Context: an optimization exercise on an open-source flow, tuned for small area. The choices shown serve that exercise and are no tape-out recipe.
RTL that was checked went through simulation tests only; none was proved equivalent to the original.
Power and IR drop assume default switching activity. No driver is modelled on the clock port, so clocking that relies on it looks cheaper here than on a real chip.

==> inputs of run M <==
Design pov_display_top, start of the top module:
module pov_display_top (
    input  logic                  clk,
    input  logic                  rst_n,
    input  logic                  som_sclk,
    input  logic                  som_cs_n,
    input  logic                  som_mosi,
    output logic                  som_miso,
    output logic                  drv_sclk,
    output logic                  drv_lat,
    output logic                  drv_gclk,
    output logic [4-1:0] drv_sin,
    output logic [8-1:0]  col_sel
);
    logic [7:0] rx_byte;
    logic [7:0] tx_byte;
    logic       byte_valid;
    logic       frame_start;
    logic [$clog2(8)-1:0] col_addr;
    pov_pkg::col_word_t           col_data;
    logic [7:0]                   frame_count;
    logic                         display_enable;
    logic                         shift_tick;
    logic                         load;
    logic                         shift;
    spi_frame_rx u_spi_frame_rx (
        .clk(clk), .rst_n(rst_n),
        .spi_sclk(som_sclk), .spi_cs_n(som_cs_n),
  ...
Settings: LEC_CHECK=0, CAP_MARGIN=20, CORE_MARGIN=2, CORE_UTILIZATION=40, SLEW_MARGIN=20; clock period 5.0 ns.
run.sh (not shown) runs the stock make flow with config.mk's settings and CLKGATE_MAP_FILE= SYNTH_SCRIPT=/design/flow/synth_recipe.tcl, a recipe that flattens the netlist after the stock synthesis.
==> run F: changes against run M <==
Settings changed: ABC_AREA from default to 1, CORE_UTILIZATION 40 to 55, CTS_BUF_LIST from default to sky130_fd_sc_hd__clkbuf_4 sky130_fd_sc_hd__clkbuf_8.
==> summary of the runs <==
Run M completed without violations. Run F produced a clean layout. Against run F, the synthesized cell count of run M is lower by about 33%. Between run M and run F, the lower clock-buffer cell count is in run M (gap 75). Non-clock buffer count: run F is higher than run M (2). In run F the final cell count is larger than in run M, by about 30%. Against run F, the register-to-register slack of run M is lower by 110 ps. In combinational power, run F is at 2.8 times the value of run M. Fmax is about the same in run M and run F. Between run F and run M, the lower first-iteration DRC count is in run M (gap 13%, measured against run M). Core utilization: run F is higher than run M (16 points). Between run F and run M, the lower sequential share of layout area is in run F (gap 2.6 points). Sequential cell count is the same in run F and run M.
==> figures <==
quantity	run M	run F
WHS Endpoint	u_spi_frame_rx.cs_pipe[1]	u_spi_frame_rx.rx_shift[0]
Max IR drop VDD	248 uV	231 uV
Post-Route M1 WL	31.0 mm	35.6 mm
Routed wirelength normalized by instance count	22.1 um	19.4 um
Worst clock skew on the final layout	25.6 ps	28.4 ps
Reg-to-reg critical path endpoint	u_command_decoder.col_mem[6][51]	u_command_decoder.col_mem[2][57]
Hpwl dp	36.8 mm	41.7 mm
Layout cell share with drive strength beyond 1	9.91%	7.92%
Area occupied by multi-input gates	9070 sq um	8830 sq um
Nonclk buf count	59	61
Total GRT Usage	19.1%	28.3%
Finished Cell Area	33,500 sq um	35,000 sq um
Fraction of the mapped netlist area in adder cells	0.753%	0.703%
Result of the run	finished clean	finished clean
P_sw	2.55 mW	2.98 mW
Well-Tap Cells	969	765
Unique masters post-synth	52	30
Height of the chip	278 um	245 um
Met3 wire len	4.41 mm	5.95 mm
Post-synthesis instance area	29,900 sq um	32,000 sq um
Combinational power share	2.0%	5.5%
Number of global-route vias before repair	19,000	22,800
Smallest setup slack after layout	1720 ps	1720 ps
No functional check of the RTL was part of any run of this note.


==> inputs of juniper <==
==> flow/design.v <==
`default_nettype none
`default_nettype wire
`default_nettype none
package pov_pkg;
    typedef enum logic [7:0] {
        OP_WRITE_COL   = 8'h10,
        OP_SET_ENABLE  = 8'h20,
        OP_READ_STATUS = 8'h30
    } spi_opcode_e;
    typedef enum logic [2:0] {
        DEC_OPCODE,
        DEC_INDEX,
        DEC_DATA,
        DEC_ENABLE,
        DEC_IGNORE
    } dec_state_e;
    typedef enum logic [1:0] {
        SEQ_IDLE,
        SEQ_LOAD,
        SEQ_SHIFT,
        SEQ_LATCH
    } seq_state_e;
    typedef logic [64-1:0] col_word_t;
endpackage
`default_nettype wire
`default_nettype none
module gate_a222oi (
    input  logic a1, a2, b1, b2, c1, c2,
    output logic y
);
    assign y = ~((a1 & a2) | (b1 & b2) | (c1 & c2));
endmodule
module gate_nand2 (
    input  logic a, b,
    output logic y
);
    assign y = ~(a & b);
endmodule
module gate_nand3 (
    input  logic a, b, c,
    output logic y
);
    assign y = ~(a & b & c);
endmodule
module gate_or2 (
    input  logic a, b,
    output logic y
);
    assign y = a | b;
endmodule
module onehot_sel16 (
    input  logic [15:0] d,
    input  logic [15:0] s,
    output logic        p0,
    output logic        p1
);
    logic [5:0] n;
    gate_a222oi u_t0 (.a1(d[0]),  .a2(s[0]),  .b1(d[1]),  .b2(s[1]),  .c1(d[2]),  .c2(s[2]),  .y(n[0]));
    gate_a222oi u_t1 (.a1(d[3]),  .a2(s[3]),  .b1(d[4]),  .b2(s[4]),  .c1(d[5]),  .c2(s[5]),  .y(n[1]));
    gate_a222oi u_t2 (.a1(d[6]),  .a2(s[6]),  .b1(d[7]),  .b2(s[7]),  .c1(d[8]),  .c2(s[8]),  .y(n[2]));
    gate_a222oi u_t3 (.a1(d[9]),  .a2(s[9]),  .b1(d[10]), .b2(s[10]), .c1(d[11]), .c2(s[11]), .y(n[3]));
    gate_a222oi u_t4 (.a1(d[12]), .a2(s[12]), .b1(d[13]), .b2(s[13]), .c1(d[14]), .c2(s[14]), .y(n[4]));
    gate_nand2  u_t5 (.a(d[15]), .b(s[15]), .y(n[5]));
    gate_nand3  u_p0 (.a(n[0]), .b(n[1]), .c(n[2]), .y(p0));
    gate_nand3  u_p1 (.a(n[3]), .b(n[4]), .c(n[5]), .y(p1));
endmodule
module onehot_or16 (
    input  logic [15:0] d,
    input  logic [15:0] s,
    output logic        y
);
    logic p0, p1;
    onehot_sel16 u_sel (.d(d), .s(s), .p0(p0), .p1(p1));
    gate_or2     u_y   (.a(p0), .b(p1), .y(y));
endmodule
`default_nettype wire
`default_nettype none
module pov_display_top (
    input  logic                  clk,
    input  logic                  rst_n,
    input  logic                  som_sclk,
    input  logic                  som_cs_n,
    input  logic                  som_mosi,
    output logic                  som_miso,
    output logic                  drv_sclk,
    output logic                  drv_lat,
    output logic                  drv_gclk,
    output logic [4-1:0] drv_sin,
    output logic [8-1:0]  col_sel
);
    localparam int COL_AW = $clog2(8);
    localparam int LB     = 16;
    localparam int DIV_W  = (4 > 1) ? $clog2(4) : 1;
    logic [2:0] sclk_pipe;
    logic [2:0] cs_pipe;
    logic [1:0] mosi_pipe;
    logic       sclk_rise;
    logic       sclk_fall;
    logic       cs_fall;
    logic       cs_high;
    logic [2:0] bit_cnt;
    logic [7:0] rx_byte;
    logic [7:0] tx_shift;
    logic [7:0] tx_byte;
    logic       byte_valid;
    logic       frame_start;
    assign sclk_rise = sclk_pipe[1] & ~sclk_pipe[2];
    assign sclk_fall = ~sclk_pipe[1] & sclk_pipe[2];
    assign cs_fall   = ~cs_pipe[1] & cs_pipe[2];
    assign cs_high   = cs_pipe[1];
    assign som_miso  = tx_shift[7];
    always_ff @(posedge clk) begin
        if (!rst_n) begin
            sclk_pipe <= '0;
            cs_pipe   <= '1;
        end else begin
            sclk_pipe <= {sclk_pipe[1:0], som_sclk};
            cs_pipe   <= {cs_pipe[1:0], som_cs_n};
        end
    end
    always_ff @(posedge clk) begin
        mosi_pipe <= {mosi_pipe[0], som_mosi};
    end
    always_ff @(posedge clk) begin
        if (sclk_rise && !cs_high) begin
            rx_byte <= {rx_byte[6:0], mosi_pipe[1]};
        end
    end
    always_ff @(posedge clk) begin
        if (!rst_n) begin
            bit_cnt     <= '0;
            byte_valid  <= 1'b0;
            frame_start <= 1'b0;
            tx_shift    <= '0;
        end else begin
            byte_valid  <= 1'b0;
            frame_start <= cs_fall;
            if (cs_high) begin
                bit_cnt  <= '0;
                tx_shift <= '0;
            end else begin
                if (sclk_rise) begin
                    bit_cnt <= bit_cnt + 3'd1;
                    if (bit_cnt == 3'd7) begin
                        byte_valid <= 1'b1;
                    end
                end
                if (sclk_fall) begin
                    if (bit_cnt == 3'd0) begin
                        tx_shift <= tx_byte;
                    end else begin
                        tx_shift <= {tx_shift[6:0], 1'b0};
                    end
                end
            end
        end
    end
    logic [DIV_W-1:0] div_cnt;
    logic             shift_tick;
    logic             after_tick;
    assign after_tick = div_cnt == DIV_W'(1);
    always_ff @(posedge clk) begin
        if (!rst_n) begin
            div_cnt    <= '0;
            shift_tick <= 1'b0;
            drv_gclk   <= 1'b0;
        end else begin
            if (div_cnt == DIV_W'(4 - 1)) begin
                div_cnt    <= '0;
                shift_tick <= 1'b1;
            end else begin
                div_cnt    <= div_cnt + 1'b1;
                shift_tick <= 1'b0;
            end
            if (shift_tick) begin
                drv_gclk <= ~drv_gclk;
            end
        end
    end
    pov_pkg::seq_state_e seq;
    logic [COL_AW-1:0]   col_addr;
    logic [7:0]          frame_count;
    logic [3:0]          bit_idx;
    logic                shift;
    logic                active;
    logic                col_busy;
    logic                sel_v;
    logic                display_enable;
    assign col_busy = seq == pov_pkg::SEQ_SHIFT;
    assign drv_sclk = col_busy && shift_tick;
    assign shift    = after_tick && (seq == pov_pkg::SEQ_SHIFT || seq == pov_pkg::SEQ_LATCH);
    assign active   = col_busy || shift;
    assign drv_lat  = sel_v && (seq == pov_pkg::SEQ_LOAD || seq == pov_pkg::SEQ_IDLE);
    always_comb begin
        for (int i = 0; i < 8; i++) begin
            col_sel[i] = sel_v && col_addr == COL_AW'((i + 1) % 8);
        end
    end
    always_ff @(posedge clk) begin
        if (!rst_n) begin
            seq         <= pov_pkg::SEQ_IDLE;
            bit_idx     <= '0;
            col_addr    <= '0;
            sel_v       <= 1'b0;
            frame_count <= '0;
        end else begin
            if (shift) begin
                bit_idx <= bit_idx + 1'b1;
            end
            case (seq)
                pov_pkg::SEQ_IDLE: begin
                    sel_v    <= 1'b0;
                    col_addr <= '0;
                    if (display_enable && shift_tick) begin
                        seq <= pov_pkg::SEQ_LOAD;
                    end
                end
                pov_pkg::SEQ_LOAD: begin
                    seq <= pov_pkg::SEQ_SHIFT;
                end
                pov_pkg::SEQ_SHIFT: begin
                    if (shift_tick && bit_idx == 4'd15) begin
                        seq <= pov_pkg::SEQ_LATCH;
                    end
                end
                pov_pkg::SEQ_LATCH: begin
                    if (shift_tick) begin
                        sel_v <= 1'b1;
                        {frame_count, col_addr} <= {frame_count, col_addr} + 1'b1;
                        seq <= display_enable ? pov_pkg::SEQ_LOAD : pov_pkg::SEQ_IDLE;
                    end
                end
                default: seq <= pov_pkg::SEQ_IDLE;
            endcase
        end
    end
    localparam logic [3:0] S_OPC = 4'b0000;
    localparam logic [3:0] S_IDX = 4'b0001;
    localparam logic [3:0] S_ENA = 4'b0010;
    localparam logic [3:0] S_IGN = 4'b0011;
    logic [3:0]           st;
    pov_pkg::col_word_t   col_mem [8];
    pov_pkg::col_word_t   stage;
    logic [COL_AW-1:0]    wr_idx;
    logic                 in_data;
    logic                 byte_in;
    logic                 wr_req;
    logic                 pend_hi;
    logic                 pend_lo;
    logic [COL_AW-1:0]    pend_col;
    logic                 locked;
    logic                 commit_hi;
    logic                 commit_lo;
    logic [8-1:0] col_valid;
    assign in_data   = st[3];
    assign byte_in   = byte_valid && in_data;
    assign wr_req    = byte_valid && st == 4'b1111;
    assign locked    = col_busy && pend_col == col_addr;
    assign commit_hi = pend_hi && !(locked && !bit_idx[3]);
    assign commit_lo = pend_lo && !locked;
    always_ff @(posedge clk) begin
        for (int n = 0; n < 8; n++) begin
            if (byte_in && st[2:0] == 3'(n)) begin
                stage[64-8-8*n +: 8] <= rx_byte;
            end
        end
    end
    always_ff @(posedge clk) begin
        if (!rst_n) begin
            pend_hi   <= 1'b0;
            pend_lo   <= 1'b0;
            col_valid <= '0;
        end else begin
            if (wr_req) begin
                pend_hi <= 1'b1;
            end else if (commit_hi) begin
                pend_hi <= 1'b0;
            end
            if (wr_req) begin
                pend_lo <= 1'b1;
            end else if (commit_lo) begin
                pend_lo <= 1'b0;
            end
            for (int i = 0; i < 8; i++) begin
                if (commit_lo && pend_col == COL_AW'(i)) begin
                    col_valid[i] <= 1'b1;
                end
            end
        end
        if (wr_req) begin
            pend_col <= wr_idx;
        end
    end
    always_ff @(posedge clk) begin
        for (int i = 0; i < 8; i++) begin
            for (int k = 0; k < 4; k++) begin
                if (commit_hi && pend_col == COL_AW'(i)) begin
                    col_mem[i][k*LB + LB/2 +: LB/2] <= stage[k*LB + LB/2 +: LB/2];
                end
                if (commit_lo && pend_col == COL_AW'(i)) begin
                    col_mem[i][k*LB +: LB/2] <= stage[k*LB +: LB/2];
                end
            end
        end
    end
    logic [8-1:0]  csel;
    logic [LB-1:0]         bsel;
    always_comb begin
        for (int i = 0; i < 8; i++) begin
            csel[i] = active && col_valid[i] && col_addr == COL_AW'(i);
        end
        for (int j = 0; j < LB; j++) begin
            bsel[j] = bit_idx == 4'(LB - 1 - j);
        end
    end
    logic [2*8-1:0] part [4];
    logic [2*8-1:0] psel;
    for (genvar i = 0; i < 8; i++) begin : g_col
        assign psel[2*i]   = csel[i];
        assign psel[2*i+1] = csel[i];
        for (genvar k = 0; k < 4; k++) begin : g_lane
            onehot_sel16 u_bit (
                .d(col_mem[i][k*LB +: LB]), .s(bsel),
                .p0(part[k][2*i]), .p1(part[k][2*i+1])
            );
        end
    end
    for (genvar k = 0; k < 4; k++) begin : g_sin
        onehot_or16 u_col (.d(part[k]), .s(psel), .y(drv_sin[k]));
    end
    always_ff @(posedge clk) begin
        if (!rst_n) begin
            st             <= S_OPC;
            wr_idx         <= '0;
            display_enable <= 1'b0;
            tx_byte        <= '0;
        end else if (frame_start) begin
            st      <= S_OPC;
            tx_byte <= '0;
        end else if (byte_valid) begin
            tx_byte <= '0;
            if (in_data) begin
                st <= (st == 4'b1111) ? S_IGN : st + 4'd1;
            end else begin
                case (st)
                    S_OPC: begin
                        case (rx_byte)
                            pov_pkg::OP_WRITE_COL:  st <= S_IDX;
                            pov_pkg::OP_SET_ENABLE: st <= S_ENA;
                            pov_pkg::OP_READ_STATUS: begin
                                tx_byte <= frame_count;
                                st      <= S_IGN;
                            end
                            default: st <= S_IGN;
                        endcase
                    end
                    S_IDX: begin
                        wr_idx <= rx_byte[COL_AW-1:0];
                        st     <= 4'b1000;
                    end
                    S_ENA: begin
                        display_enable <= rx_byte[0];
                        st             <= S_IGN;
                    end
                    default: st <= S_IGN;
                endcase
            end
        end
    end
endmodule
`default_nettype wire
==> flow/flow/run.sh <==
#!/bin/bash
# Layout flow: the standard flow (standard.sh) with two settings changed:
# - clock tree synthesis adds no dummy loads for balancing and clusters up to
#   28 flip-flops within 80 um per leaf buffer
# - port buffers are the plain buf_1 instead of a delay buffer
export CTS_ARGS="-sink_clustering_enable -repair_clock_nets -dont_use_dummy_load -sink_clustering_size 28 -sink_clustering_max_diameter 80"
export BUFFER_PORTS_ARGS="-buffer_cell sky130_fd_sc_hd__buf_1"
bash standard.sh > standard.log 2>&1
==> flow/standard.sh <==
#!/bin/bash
# synth_recipe.tcl (not shown) runs the flow's synth.tcl, then flattens the netlist and writes it again
# the make line also repeats each setting of config.mk as NAME=value (left out here)
make -C /OpenROAD-flow-scripts/flow DESIGN_CONFIG=/design/flow/config.mk WORK_HOME=/design/flow/orfs CLKGATE_MAP_FILE= SYNTH_SCRIPT=/design/flow/synth_recipe.tcl "${@:-finish}"
==> flow/config.mk <==
export PLATFORM = sky130hd
export DESIGN_NAME = pov_display_top
export DESIGN_NICKNAME = pov_display_top
export VERILOG_FILES = /design/flow/design.v
export SDC_FILE = /design/flow/constraint.sdc
export NUM_CORES = 4
export LEC_CHECK = 0
export CAP_MARGIN = 20
export CORE_MARGIN = 2
export CORE_UTILIZATION = 40
export PLACE_DENSITY = 0.75
export SLEW_MARGIN = 20
export SYNTH_HIERARCHICAL = 1
==> flow/constraint.sdc <==
create_clock -name core_clock -period 5.0 [get_ports {clk}]
set_input_delay 1.0000 -clock core_clock [delete_from_list [all_inputs] [get_ports {clk}]]
set_output_delay 1.0000 -clock core_clock [all_outputs]
set_load 0.01 [all_outputs]
==> inputs of onyx, as changes to juniper <==
--- a/flow/config.mk
+++ b/flow/config.mk
@@ -9,5 +9,4 @@
 export CORE_MARGIN = 2
 export CORE_UTILIZATION = 40
-export PLACE_DENSITY = 0.75
 export SLEW_MARGIN = 20
 export SYNTH_HIERARCHICAL = 1
==> inputs of harbor, as changes to juniper <==
==> flow/flow/run.sh (replaced) <==
#!/bin/bash
# Layout flow: the standard flow (standard.sh) with two settings changed:
# - clock tree synthesis adds no dummy loads for balancing and clusters up to
#   32 flip-flops within 80 um per leaf buffer
# - port buffers are the plain buf_1 instead of a delay buffer
export CTS_ARGS="-sink_clustering_enable -repair_clock_nets -dont_use_dummy_load -sink_clustering_size 32 -sink_clustering_max_diameter 80"
export BUFFER_PORTS_ARGS="-buffer_cell sky130_fd_sc_hd__buf_1"
bash standard.sh > standard.log 2>&1
--- a/flow/config.mk
+++ b/flow/config.mk
@@ -9,5 +9,4 @@
 export CORE_MARGIN = 2
 export CORE_UTILIZATION = 40
-export PLACE_DENSITY = 0.75
 export SLEW_MARGIN = 20
 export SYNTH_HIERARCHICAL = 1
==> summary.md <==
| Metric | Value |
|---|---|
| Multi-input combinational area share | `0.172` |
| Vias in the first global route | `12,400` |
| Pwr per Cell Area | `327 nW/µm²` |
| 1st-pass router iterations | `10` |
| Final wirelength | `52,300 µm` |
| Clock group share of total power | `0.292` |
| Seq area share | `0.744` |
| Crit path launch | `bit_idx[1]` |
| CTS clk-pin slew, worst paths | `110 ps` |
| RR Endpoint | `col_valid[1]` |
| Run status | `finished clean` |
| Final Wtd Congestion | `0.905` |
| Peak supply drop | `252 µV` |
| Total Routing Usage GR | `0.170` |
| DRT met1 WL | `20,300 µm` |
| Metal2 WL | `25,300 µm` |
| Reg2reg setup slack | `2330 ps` |
the above is filed under juniper

==> summary.md <==
| Metric | Value |
|---|---|
| Peak supply drop | `219 µV` |
| Count leader, synth | `edfxtp_1` |
| Vias in the first global route | `12,300` |
| Compound-Gate Fraction of Synth Area | `0.0945` |
| Post-Layout Cell Count | `2,117` |
| Run status | `finished clean` |
| Metal2 WL | `26,900 µm` |
| DRT met1 WL | `23,300 µm` |
| Seq area share | `0.742` |
| Final Wtd Congestion | `0.850` |
| Clock group share of total power | `0.292` |
| CTS clk-pin slew, worst paths | `120 ps` |
| RR Endpoint | `col_mem[7][13]` |
| Largest net degree at the start of global routing | `34` |
| Final wirelength | `56,300 µm` |
| Pwr per Cell Area | `326 nW/µm²` |
the above is filed under harbor

==> summary.md <==
| Metric | Value |
|---|---|
| CTS clk-pin slew, worst paths | `110 ps` |
| 1st-pass router iterations | `10` |
| Run status | `finished clean` |
| Peak supply drop | `269 µV` |
| Seq area share | `0.741` |
| Vias in the first global route | `12,400` |
| RR Endpoint | `col_mem[7][26]` |
| DRT met1 WL | `23,600 µm` |
the above is filed under onyx

[what the ideal ports hide]
The flow's constraints put no driver on any port. The routed layouts listed below were extracted and timed again, unchanged, in two steps. Step 1, drivers: a clkbuf_16 drives clk and a buf_2 each remaining input, both assumed. Step 2 times the ports against the registers' clock, not the clock port: input delays grow and output delays shrink by t, the midpoint of the rising clock arrivals with the driver on. Slacks: no drivers / after step 1 / after step 2; pairs: no drivers / after step 1.
run	t, ns	slack for setup (ns)	worst register clock-pin slew, ns
run M	0.676	1.719 / 1.657 / 1.183	0.06 / 0.06
run F	0.766	1.719 / 1.664 / 1.556	0.07 / 0.07
juniper	0.623	0.264 / 0.210 / 0.833	0.11 / 0.11
onyx	0.643	0.165 / 0.111 / 0.753	0.11 / 0.11
harbor	0.632	0.177 / 0.122 / 0.754	0.12 / 0.12
After both steps every run listed still meets setup and hold. For run M, which loses most, drivers alone change the setup slack by -0.062 ns; drivers and shift together by -0.536 ns.
